What follows belongs to an exercise in optimizing a design on an open flow for small area, a short achievable clock period and few clock cycles per item; a production flow would make more cautious choices. RTL that was checked went through simulation tests only; none was proved equivalent to the original.

==> inputs of juniper <==
==> flow/design.v <==
package tconv_pkg;
  localparam int OMAP_W       = 14;
  localparam int OMAP_SEL_MSB = 13;
  localparam int OMAP_SEL_LSB = 10;
  localparam int OMAP_ADDR_W  = 9;
  localparam int OMAP_SEL_W   = OMAP_SEL_MSB - OMAP_SEL_LSB + 1;
  localparam int TGT_W = OMAP_SEL_W + OMAP_ADDR_W;
  localparam int ACC_PIPE_DEPTH = 6;
  typedef enum logic [1:0] {
    ST_IDLE  = 2'd0,
    ST_ISSUE = 2'd1,
    ST_DRAIN = 2'd2
  } sched_state_e;
  typedef struct packed {
    logic             valid;
    logic [TGT_W-1:0] tgt;
  } hist_entry_t;
endpackage
import tconv_pkg::*;
module hazard_window
#(
  parameter int DEPTH  = ACC_PIPE_DEPTH,
  parameter int NPROBE = 1
) (
  input  logic                          clk,
  input  logic                          rst_n,
  input  logic                          push_valid,
  input  logic [TGT_W-1:0]              push_tgt,
  input  logic [NPROBE-1:0][TGT_W-1:0]  probe_tgt,
  output logic [NPROBE-1:0]             hit_next,     
  output logic [NPROBE-1:0]             young_next    
);
  localparam int SLOTS = DEPTH - 2;
  logic [SLOTS-1:0]            hist_v_q;
  logic [SLOTS-1:0][TGT_W-1:0] hist_t_q;
  logic [NPROBE-1:0][SLOTS:0]  m;
  always_ff @(posedge clk or negedge rst_n) begin
    if (!rst_n) hist_v_q <= '0;
    else        hist_v_q <= {hist_v_q[SLOTS-2:0], push_valid};
  end
  always_ff @(posedge clk) begin
    hist_t_q <= {hist_t_q[SLOTS-2:0], push_tgt};
  end
  always_comb begin
    for (int p = 0; p < NPROBE; p++) begin
      m[p][0] = push_valid && (push_tgt == probe_tgt[p]);
      for (int i = 0; i < SLOTS; i++) m[p][i+1] = hist_v_q[i] && (hist_t_q[i] == probe_tgt[p]);
      hit_next[p]   = |m[p];
      young_next[p] = |m[p][SLOTS-1:0];
    end
  end
endmodule
import tconv_pkg::*;
module accum_drain_scheduler
#(
  parameter int DW        = 16,
  parameter int NUM_COLS  = 16,
  parameter int HAZ_DEPTH = ACC_PIPE_DEPTH
) (
  input  logic                       clk,
  input  logic                       rst_n,
  input  logic                       vec_valid,
  output logic                       vec_ready,
  input  logic [NUM_COLS*DW-1:0]     vec_flat,
  input  logic [NUM_COLS-1:0]        cmap,
  input  logic [NUM_COLS*OMAP_W-1:0] omap_flat,
  output logic [DW-1:0]              partial_out,
  output logic [3:0]                 col_id,
  output logic                       partial_valid,
  output logic [NUM_COLS-1:0]        cmap_out,
  output logic [NUM_COLS*OMAP_W-1:0] omap_out,
  output logic                       busy,
  output logic                       done,
  output logic [15:0]                stall_cnt
);
  localparam int NC = NUM_COLS;
  function automatic logic [TGT_W-1:0] tgt_of(input logic [OMAP_W-1:0] e);
    tgt_of = {e[OMAP_SEL_MSB:OMAP_SEL_LSB], e[OMAP_ADDR_W-1:0]};
  endfunction
  function automatic logic [NC-1:0] lowest(input logic [NC-1:0] m);
    logic [NC-1:0] r;
    logic          seen;
    r = '0;
    seen = 1'b0;
    for (int i = 0; i < NC; i++) begin
      r[i] = m[i] & ~seen;
      seen = seen | m[i];
    end
    lowest = r;
  endfunction
  function automatic logic [NC-1:0] rr_next(input logic [NC-1:0] p, input logic [NC-1:0] s);
    logic [NC-1:0]   above;
    logic [2*NC-1:0] l;
    logic            seen;
    seen = 1'b0;
    for (int i = 0; i < NC; i++) begin
      above[i] = seen;
      seen = seen | p[i];
    end
    l = '0;
    seen = 1'b0;
    for (int i = 0; i < 2*NC; i++) begin
      l[i] = ((i < NC) ? (s[i] & above[i]) : s[i-NC]) & ~seen;
      seen = seen | l[i];
    end
    rr_next = l[NC-1:0] | l[2*NC-1:NC];
  endfunction
  function automatic logic [3:0] enc(input logic [NC-1:0] oh);
    logic [3:0] r;
    r = '0;
    for (int i = 0; i < NC; i++) if (oh[i]) r = r | 4'(i);
    enc = r;
  endfunction
  logic [NC*DW-1:0]     vec_q;
  logic [NC-1:0]        cmap_q;
  logic [NC*OMAP_W-1:0] omap_q;
  logic [NC-1:0]        pend_q, pend_d;    
  logic [NC-1:0]        nx_q, nx_d;        
  logic                 c_v_q, c_v_d;
  logic                 c_old_q, c_old_d;  
  logic [3:0]           c_col_q, c_col_d;
  logic [TGT_W-1:0]     c_tgt_q, c_tgt_d;
  logic                 hit_q, hit_d;      
  logic                 young_q, young_d;  
  logic [3:0]           in_col_q;
  logic [TGT_W-1:0]     in_tgt_q;
  logic [NC-1:0]        in_nx_q;
  logic                 in_zero_q;
  logic                 ready_q, ready_d;
  logic                 busy_q, busy_d;
  logic                 zpend_q, zpend_d;
  logic [6:0]           tok_q, tok_d;
  logic                 done_q;
  logic [DW-1:0]        out_q;
  logic [3:0]           col_q;
  logic                 pv_q;
  logic [15:0]          stall_q;
  logic fire, accept;
  assign fire   = c_v_q & ~hit_q;
  assign accept = ready_q & vec_valid;
  logic [NC-1:0]    in_oh_q;
  logic [TGT_W-1:0] in_tgt;
  logic             seen_q;
  always_comb begin
    in_tgt = '0;
    for (int i = 0; i < NC; i++) begin
      in_tgt = in_tgt | ({TGT_W{in_oh_q[i]}} & tgt_of(omap_flat[i*OMAP_W +: OMAP_W]));
    end
  end
  always_ff @(posedge clk) begin
    in_oh_q   <= lowest(cmap);
    in_col_q  <= enc(lowest(cmap));
    in_tgt_q  <= in_tgt;
    in_nx_q   <= lowest(cmap & ~lowest(cmap));
    in_zero_q <= (cmap == '0);
  end
  logic [NC-1:0]    c_oh, n2;
  logic [TGT_W-1:0] nx_tgt;
  logic [DW-1:0]    c_dat;
  logic             p_any, n2_any;
  always_comb begin
    for (int i = 0; i < NC; i++) begin
      c_oh[i]    = (c_col_q == 4'(i));
    end
    nx_tgt = '0;
    c_dat  = '0;
    for (int i = 0; i < NC; i++) begin
      nx_tgt = nx_tgt | ({TGT_W{nx_q[i]}} & tgt_of(omap_q[i*OMAP_W +: OMAP_W]));
      c_dat  = c_dat  | ({DW{c_oh[i]}} & vec_q[i*DW +: DW]);
    end
    p_any  = (nx_q != '0);
    n2_any = ((pend_q & ~nx_q) != '0);
    n2     = rr_next(nx_q, pend_q & ~nx_q);
  end
  localparam int PR_C = 0, PR_NX = 1, PR_IN = 2;
  logic [2:0] hitn, youngn;
  hazard_window #(
    .DEPTH  (HAZ_DEPTH),
    .NPROBE (3)
  ) u_hazard_window (
    .clk        (clk),
    .rst_n      (rst_n),
    .push_valid (fire),
    .push_tgt   (c_tgt_q),
    .probe_tgt  ({in_tgt_q, nx_tgt, c_tgt_q}),
    .hit_next   (hitn),
    .young_next (youngn)
  );
  logic c_free, take, last_fire, zins;
  always_comb begin
    c_free    = ~c_v_q | fire;
    take      = p_any & (fire | (c_v_q & ~c_old_q & young_q));
    last_fire = fire & (c_old_q | ~p_any);
    c_v_d   = c_v_q;
    c_old_d = c_old_q;
    c_col_d = c_col_q;
    c_tgt_d = c_tgt_q;
    hit_d   = hitn[PR_C];
    young_d = youngn[PR_C];
    pend_d  = pend_q;
    nx_d    = nx_q;
    if (accept) begin
      if (!c_free) begin
        c_old_d = 1'b1;
        pend_d  = cmap;
        nx_d    = in_oh_q;
      end else begin
        c_v_d   = ~in_zero_q;
        c_old_d = 1'b0;
        c_col_d = in_col_q;
        c_tgt_d = in_tgt_q;
        hit_d   = hitn[PR_IN];
        young_d = youngn[PR_IN];
        pend_d  = cmap & ~in_oh_q;
        nx_d    = in_nx_q;
      end
    end else if (take) begin
      c_v_d   = 1'b1;
      c_old_d = 1'b0;
      c_col_d = enc(nx_q);
      c_tgt_d = nx_tgt;
      hit_d   = hitn[PR_NX];
      young_d = youngn[PR_NX];
      if (fire) begin
        pend_d = pend_q & ~nx_q;
        nx_d   = n2;
      end else begin
        pend_d = (pend_q & ~nx_q) | c_oh;
        nx_d   = n2_any ? n2 : c_oh;
      end
    end else if (fire) begin
      c_v_d   = 1'b0;
      c_old_d = 1'b0;
    end
    zins    = (accept & in_zero_q & ~c_v_q) | (zpend_q & ~c_v_q);
    zpend_d = zpend_q ? c_v_q : (accept & in_zero_q & c_v_q);
    tok_d   = {tok_q[5:0], last_fire | zins};
    busy_d  = c_v_d | zpend_d | (tok_d != '0);
    ready_d = vec_valid & ~accept & seen_q & ~zpend_d & (~p_any | (fire & ~n2_any));
  end
  always_ff @(posedge clk or negedge rst_n) begin
    if (!rst_n) begin
      cmap_q  <= '0;
      omap_q  <= '0;
    end else if (accept) begin
      cmap_q  <= cmap;
      omap_q  <= omap_flat;
    end
  end
  always_ff @(posedge clk) begin
    if (accept) vec_q <= vec_flat;
  end
  always_ff @(posedge clk or negedge rst_n) begin
    if (!rst_n) begin
      pend_q  <= '0;
      nx_q    <= '0;
      c_v_q   <= 1'b0;
      c_old_q <= 1'b0;
      hit_q   <= 1'b0;
      young_q <= 1'b0;
      ready_q <= 1'b0;
      seen_q  <= 1'b0;
      busy_q  <= 1'b0;
      zpend_q <= 1'b0;
      tok_q   <= '0;
      done_q  <= 1'b0;
      pv_q    <= 1'b0;
      stall_q <= '0;
    end else begin
      pend_q  <= pend_d;
      nx_q    <= nx_d;
      c_v_q   <= c_v_d;
      c_old_q <= c_old_d;
      hit_q   <= hit_d;
      young_q <= young_d;
      ready_q <= ready_d;
      seen_q  <= vec_valid & ~accept;
      busy_q  <= busy_d;
      zpend_q <= zpend_d;
      tok_q   <= tok_d;
      done_q  <= tok_q[6];
      pv_q    <= fire;
      if (c_v_q && hit_q && (stall_q != 16'hFFFF)) stall_q <= stall_q + 16'd1;
    end
  end
  always_ff @(posedge clk) begin
    c_col_q <= c_col_d;
    c_tgt_q <= c_tgt_d;
    col_q   <= c_col_q;
    if (!c_old_q) out_q <= c_dat;
  end
  assign vec_ready     = ready_q;
  assign busy          = busy_q;
  assign partial_out   = out_q;
  assign col_id        = col_q;
  assign partial_valid = pv_q;
  assign done          = done_q;
  assign stall_cnt     = stall_q;
  assign cmap_out      = cmap_q;
  assign omap_out      = omap_q;
endmodule
==> flow/flow/run.sh <==
#!/bin/bash
# Standard layout, but the port buffers are the platform's smallest buffer instead of the
# delay buffer buffer_ports picks by default; repair still resizes any that need it.
set -euo pipefail
cd "$(dirname "$0")/.."
bash standard.sh BUFFER_PORTS_ARGS="-buffer_cell sky130_fd_sc_hd__buf_1" finish > run_standard.log 2>&1
==> flow/standard.sh <==
#!/bin/bash
# synth_recipe.tcl (not shown) runs the flow's synth.tcl, then flattens the netlist and writes it again
# the make line also repeats each setting of config.mk as NAME=value (left out here)
make -C /OpenROAD-flow-scripts/flow DESIGN_CONFIG=/design/flow/config.mk WORK_HOME=/design/flow/orfs CLKGATE_MAP_FILE= SYNTH_SCRIPT=/design/flow/synth_recipe.tcl "${@:-finish}"
==> flow/config.mk <==
export PLATFORM = sky130hd
export DESIGN_NAME = accum_drain_scheduler
export DESIGN_NICKNAME = accum_drain_scheduler
export VERILOG_FILES = /design/flow/design.v
export SDC_FILE = /design/flow/constraint.sdc
export NUM_CORES = 4
export LEC_CHECK = 0
export ABC_CLOCK_PERIOD_IN_PS = 2500
export CAP_MARGIN = 20
export CORE_MARGIN = 2
export CORE_UTILIZATION = 40
export SETUP_SLACK_MARGIN = 3.5
export SLEW_MARGIN = 20
==> flow/constraint.sdc <==
create_clock -name core_clock -period 6.0 [get_ports {clk}]
set_input_delay 1.2000 -clock core_clock [delete_from_list [all_inputs] [get_ports {clk}]]
set_output_delay 1.2000 -clock core_clock [all_outputs]
set_load 0.01 [all_outputs]
==> sierra: changes against juniper <==
--- a/flow/design.v
+++ b/flow/design.v
@@ -21,17 +21,16 @@
 #(
-  parameter int DEPTH  = ACC_PIPE_DEPTH,
-  parameter int NPROBE = 1
+  parameter int DEPTH = ACC_PIPE_DEPTH
 ) (
-  input  logic                          clk,
-  input  logic                          rst_n,
-  input  logic                          push_valid,
-  input  logic [TGT_W-1:0]              push_tgt,
-  input  logic [NPROBE-1:0][TGT_W-1:0]  probe_tgt,
-  output logic [NPROBE-1:0]             hit_next,     
-  output logic [NPROBE-1:0]             young_next    
+  input  logic             clk,
+  input  logic             rst_n,
+  input  logic             push_valid,
+  input  logic [TGT_W-1:0] push_tgt,
+  input  logic [TGT_W-1:0] probe_tgt,
+  output logic             hit,
+  output logic             hit_young    
 );
-  localparam int SLOTS = DEPTH - 2;
+  localparam int SLOTS = DEPTH - 1;
   logic [SLOTS-1:0]            hist_v_q;
   logic [SLOTS-1:0][TGT_W-1:0] hist_t_q;
-  logic [NPROBE-1:0][SLOTS:0]  m;
+  logic [SLOTS-1:0]            match;
   always_ff @(posedge clk or negedge rst_n) begin
@@ -44,8 +43,5 @@
   always_comb begin
-    for (int p = 0; p < NPROBE; p++) begin
-      m[p][0] = push_valid && (push_tgt == probe_tgt[p]);
-      for (int i = 0; i < SLOTS; i++) m[p][i+1] = hist_v_q[i] && (hist_t_q[i] == probe_tgt[p]);
-      hit_next[p]   = |m[p];
-      young_next[p] = |m[p][SLOTS-1:0];
-    end
+    for (int i = 0; i < SLOTS; i++) match[i] = hist_v_q[i] && (hist_t_q[i] == probe_tgt);
+    hit       = |match;
+    hit_young = |match[SLOTS-2:0];
   end
@@ -122,8 +118,2 @@
   logic [TGT_W-1:0]     c_tgt_q, c_tgt_d;
-  logic                 hit_q, hit_d;      
-  logic                 young_q, young_d;  
-  logic [3:0]           in_col_q;
-  logic [TGT_W-1:0]     in_tgt_q;
-  logic [NC-1:0]        in_nx_q;
-  logic                 in_zero_q;
   logic                 ready_q, ready_d;
@@ -137,44 +127,5 @@
   logic [15:0]          stall_q;
-  logic fire, accept;
-  assign fire   = c_v_q & ~hit_q;
-  assign accept = ready_q & vec_valid;
-  logic [NC-1:0]    in_oh_q;
-  logic [TGT_W-1:0] in_tgt;
-  logic             seen_q;
-  always_comb begin
-    in_tgt = '0;
-    for (int i = 0; i < NC; i++) begin
-      in_tgt = in_tgt | ({TGT_W{in_oh_q[i]}} & tgt_of(omap_flat[i*OMAP_W +: OMAP_W]));
-    end
-  end
-  always_ff @(posedge clk) begin
-    in_oh_q   <= lowest(cmap);
-    in_col_q  <= enc(lowest(cmap));
-    in_tgt_q  <= in_tgt;
-    in_nx_q   <= lowest(cmap & ~lowest(cmap));
-    in_zero_q <= (cmap == '0);
-  end
-  logic [NC-1:0]    c_oh, n2;
-  logic [TGT_W-1:0] nx_tgt;
-  logic [DW-1:0]    c_dat;
-  logic             p_any, n2_any;
-  always_comb begin
-    for (int i = 0; i < NC; i++) begin
-      c_oh[i]    = (c_col_q == 4'(i));
-    end
-    nx_tgt = '0;
-    c_dat  = '0;
-    for (int i = 0; i < NC; i++) begin
-      nx_tgt = nx_tgt | ({TGT_W{nx_q[i]}} & tgt_of(omap_q[i*OMAP_W +: OMAP_W]));
-      c_dat  = c_dat  | ({DW{c_oh[i]}} & vec_q[i*DW +: DW]);
-    end
-    p_any  = (nx_q != '0);
-    n2_any = ((pend_q & ~nx_q) != '0);
-    n2     = rr_next(nx_q, pend_q & ~nx_q);
-  end
-  localparam int PR_C = 0, PR_NX = 1, PR_IN = 2;
-  logic [2:0] hitn, youngn;
+  logic hit, hit_young, fire, accept;
   hazard_window #(
-    .DEPTH  (HAZ_DEPTH),
-    .NPROBE (3)
+    .DEPTH (HAZ_DEPTH)
   ) u_hazard_window (
@@ -184,6 +135,37 @@
     .push_tgt   (c_tgt_q),
-    .probe_tgt  ({in_tgt_q, nx_tgt, c_tgt_q}),
-    .hit_next   (hitn),
-    .young_next (youngn)
+    .probe_tgt  (c_tgt_q),
+    .hit        (hit),
+    .hit_young  (hit_young)
   );
+  assign fire   = c_v_q & ~hit;
+  assign accept = ready_q & vec_valid;
+  logic [NC-1:0]    in_oh, in_oh2;
+  logic [TGT_W-1:0] in_tgt;
+  logic             in_zero, in_le1;
+  always_comb begin
+    in_oh  = lowest(cmap);
+    in_oh2 = lowest(cmap & ~in_oh);
+    in_tgt = '0;
+    for (int i = 0; i < NC; i++) begin
+      in_tgt = in_tgt | ({TGT_W{in_oh[i]}} & tgt_of(omap_flat[i*OMAP_W +: OMAP_W]));
+    end
+    in_zero = (cmap == '0);
+    in_le1  = (in_oh2 == '0);
+  end
+  logic [NC-1:0]    c_oh, n2;
+  logic [TGT_W-1:0] nx_tgt;
+  logic [DW-1:0]    c_dat;
+  logic             p_any, n2_any;
+  always_comb begin
+    for (int i = 0; i < NC; i++) c_oh[i] = (c_col_q == 4'(i));
+    nx_tgt = '0;
+    c_dat  = '0;
+    for (int i = 0; i < NC; i++) begin
+      nx_tgt = nx_tgt | ({TGT_W{nx_q[i]}} & tgt_of(omap_q[i*OMAP_W +: OMAP_W]));
+      c_dat  = c_dat  | ({DW{c_oh[i]}} & vec_q[i*DW +: DW]);
+    end
+    p_any  = (nx_q != '0);
+    n2_any = ((pend_q & ~nx_q) != '0);
+    n2     = rr_next(nx_q, pend_q & ~nx_q);
+  end
   logic c_free, take, last_fire, zins;
@@ -191,3 +173,3 @@
     c_free    = ~c_v_q | fire;
-    take      = p_any & (fire | (c_v_q & ~c_old_q & young_q));
+    take      = p_any & (fire | (c_v_q & ~c_old_q & hit_young));
     last_fire = fire & (c_old_q | ~p_any);
@@ -197,4 +179,2 @@
     c_tgt_d = c_tgt_q;
-    hit_d   = hitn[PR_C];
-    young_d = youngn[PR_C];
     pend_d  = pend_q;
@@ -205,12 +185,10 @@
         pend_d  = cmap;
-        nx_d    = in_oh_q;
+        nx_d    = in_oh;
       end else begin
-        c_v_d   = ~in_zero_q;
+        c_v_d   = ~in_zero;
         c_old_d = 1'b0;
-        c_col_d = in_col_q;
-        c_tgt_d = in_tgt_q;
-        hit_d   = hitn[PR_IN];
-        young_d = youngn[PR_IN];
-        pend_d  = cmap & ~in_oh_q;
-        nx_d    = in_nx_q;
+        c_col_d = enc(in_oh);
+        c_tgt_d = in_tgt;
+        pend_d  = cmap & ~in_oh;
+        nx_d    = in_oh2;
       end
@@ -221,4 +199,2 @@
       c_tgt_d = nx_tgt;
-      hit_d   = hitn[PR_NX];
-      young_d = youngn[PR_NX];
       if (fire) begin
@@ -234,7 +210,8 @@
     end
-    zins    = (accept & in_zero_q & ~c_v_q) | (zpend_q & ~c_v_q);
-    zpend_d = zpend_q ? c_v_q : (accept & in_zero_q & c_v_q);
+    zins    = (accept & in_zero & ~c_v_q) | (zpend_q & ~c_v_q);
+    zpend_d = zpend_q ? c_v_q : (accept & in_zero & c_v_q);
     tok_d   = {tok_q[5:0], last_fire | zins};
     busy_d  = c_v_d | zpend_d | (tok_d != '0);
-    ready_d = vec_valid & ~accept & seen_q & ~zpend_d & (~p_any | (fire & ~n2_any));
+    ready_d = ~zpend_d & (accept ? (c_free ? in_le1 : in_zero)
+                                 : (~p_any | (fire & ~n2_any)));
   end
@@ -258,6 +235,3 @@
       c_old_q <= 1'b0;
-      hit_q   <= 1'b0;
-      young_q <= 1'b0;
-      ready_q <= 1'b0;
-      seen_q  <= 1'b0;
+      ready_q <= 1'b1;
       busy_q  <= 1'b0;
@@ -273,6 +247,3 @@
       c_old_q <= c_old_d;
-      hit_q   <= hit_d;
-      young_q <= young_d;
       ready_q <= ready_d;
-      seen_q  <= vec_valid & ~accept;
       busy_q  <= busy_d;
@@ -282,3 +253,3 @@
       pv_q    <= fire;
-      if (c_v_q && hit_q && (stall_q != 16'hFFFF)) stall_q <= stall_q + 16'd1;
+      if (c_v_q && hit && (stall_q != 16'hFFFF)) stall_q <= stall_q + 16'd1;
     end
==> comparison table <==
Final Skew: juniper 0.06456 ns; sierra 0.03040 ns
Post-CTS Repair Setup Buffers: juniper 78; sierra 84
Run status: juniper finished clean; sierra finished clean
Critical Path Stages: juniper 13; sierra 7
GP Congestion: juniper 1.021; sierra 1.077
Fill cell total of the finished layout: juniper 6762; sierra 6219
Final period utilization: juniper 0.4912; sierra 0.4978
Global router's overall resource usage: juniper 0.3506; sierra 0.3823
Relative area change from synthesis to final layout: juniper 29.60%; sierra 33.42%
Sequential cell area: juniper 0.01855 mm^2; sierra 0.01778 mm^2
Fraction of area in multi-input gates: juniper 0.2999; sierra 0.2895
Async set-or-reset flop fraction in the synthesized netlist: juniper 0.4387; sierra 0.4608
Synth top area share: juniper 0.2868; sierra 0.3095
Total of cells resized after clock tree synthesis: juniper 239; sierra 285
Layout clock buffers: juniper 106; sierra 103
Setup slack on the worst flop-to-flop path: juniper 3.05 ns; sierra 3.01 ns
Number of diodes: juniper 20; sierra 28
Least-Margin Pin Slew: juniper 1.252 ns; sierra 1.153 ns
Testbench counts of sierra, summed over its fixed seeds: cycles 76,115, items 3,200.
Only the layout flow was run in juniper; the RTL was not checked for function there.

==> static timing again, ports no longer ideal <==
The flow's constraints put no driver on any port. The routed layouts listed below were extracted and timed again, unchanged, in two steps. Step 1 (the two cells are an assumption about what drives the block):
set clk [get_ports {clk}]
set_driving_cell -lib_cell sky130_fd_sc_hd__clkbuf_16 $clk
set_driving_cell -lib_cell sky130_fd_sc_hd__buf_2 [delete_from_list [all_inputs] $clk]
Step 2 moves the port delays by t, midway between the first and last clock arrival at a register: inputs arrive t later, outputs are due t later. That takes back most of the time a late clock gives input paths. a / b / c = no drivers / after step 1 / after step 2; a / b = the first two.
run | t, ns | setup slack, ns | clock arrival spread, ns | worst register clock-pin slew, ns | cell pins on the clock port's net
juniper | 0.693 | 3.053 / 3.053 / 2.746 | 0.076 / 0.077 | 0.06 / 0.06 | 1
sierra | 0.680 | 3.013 / 3.013 / 2.413 | 0.033 / 0.033 | 0.07 / 0.07 | 1
After both steps setup and hold are still met in every run listed. For sierra, which loses most, drivers alone change the setup slack by 0.000 ns; drivers and shift together by -0.600 ns.
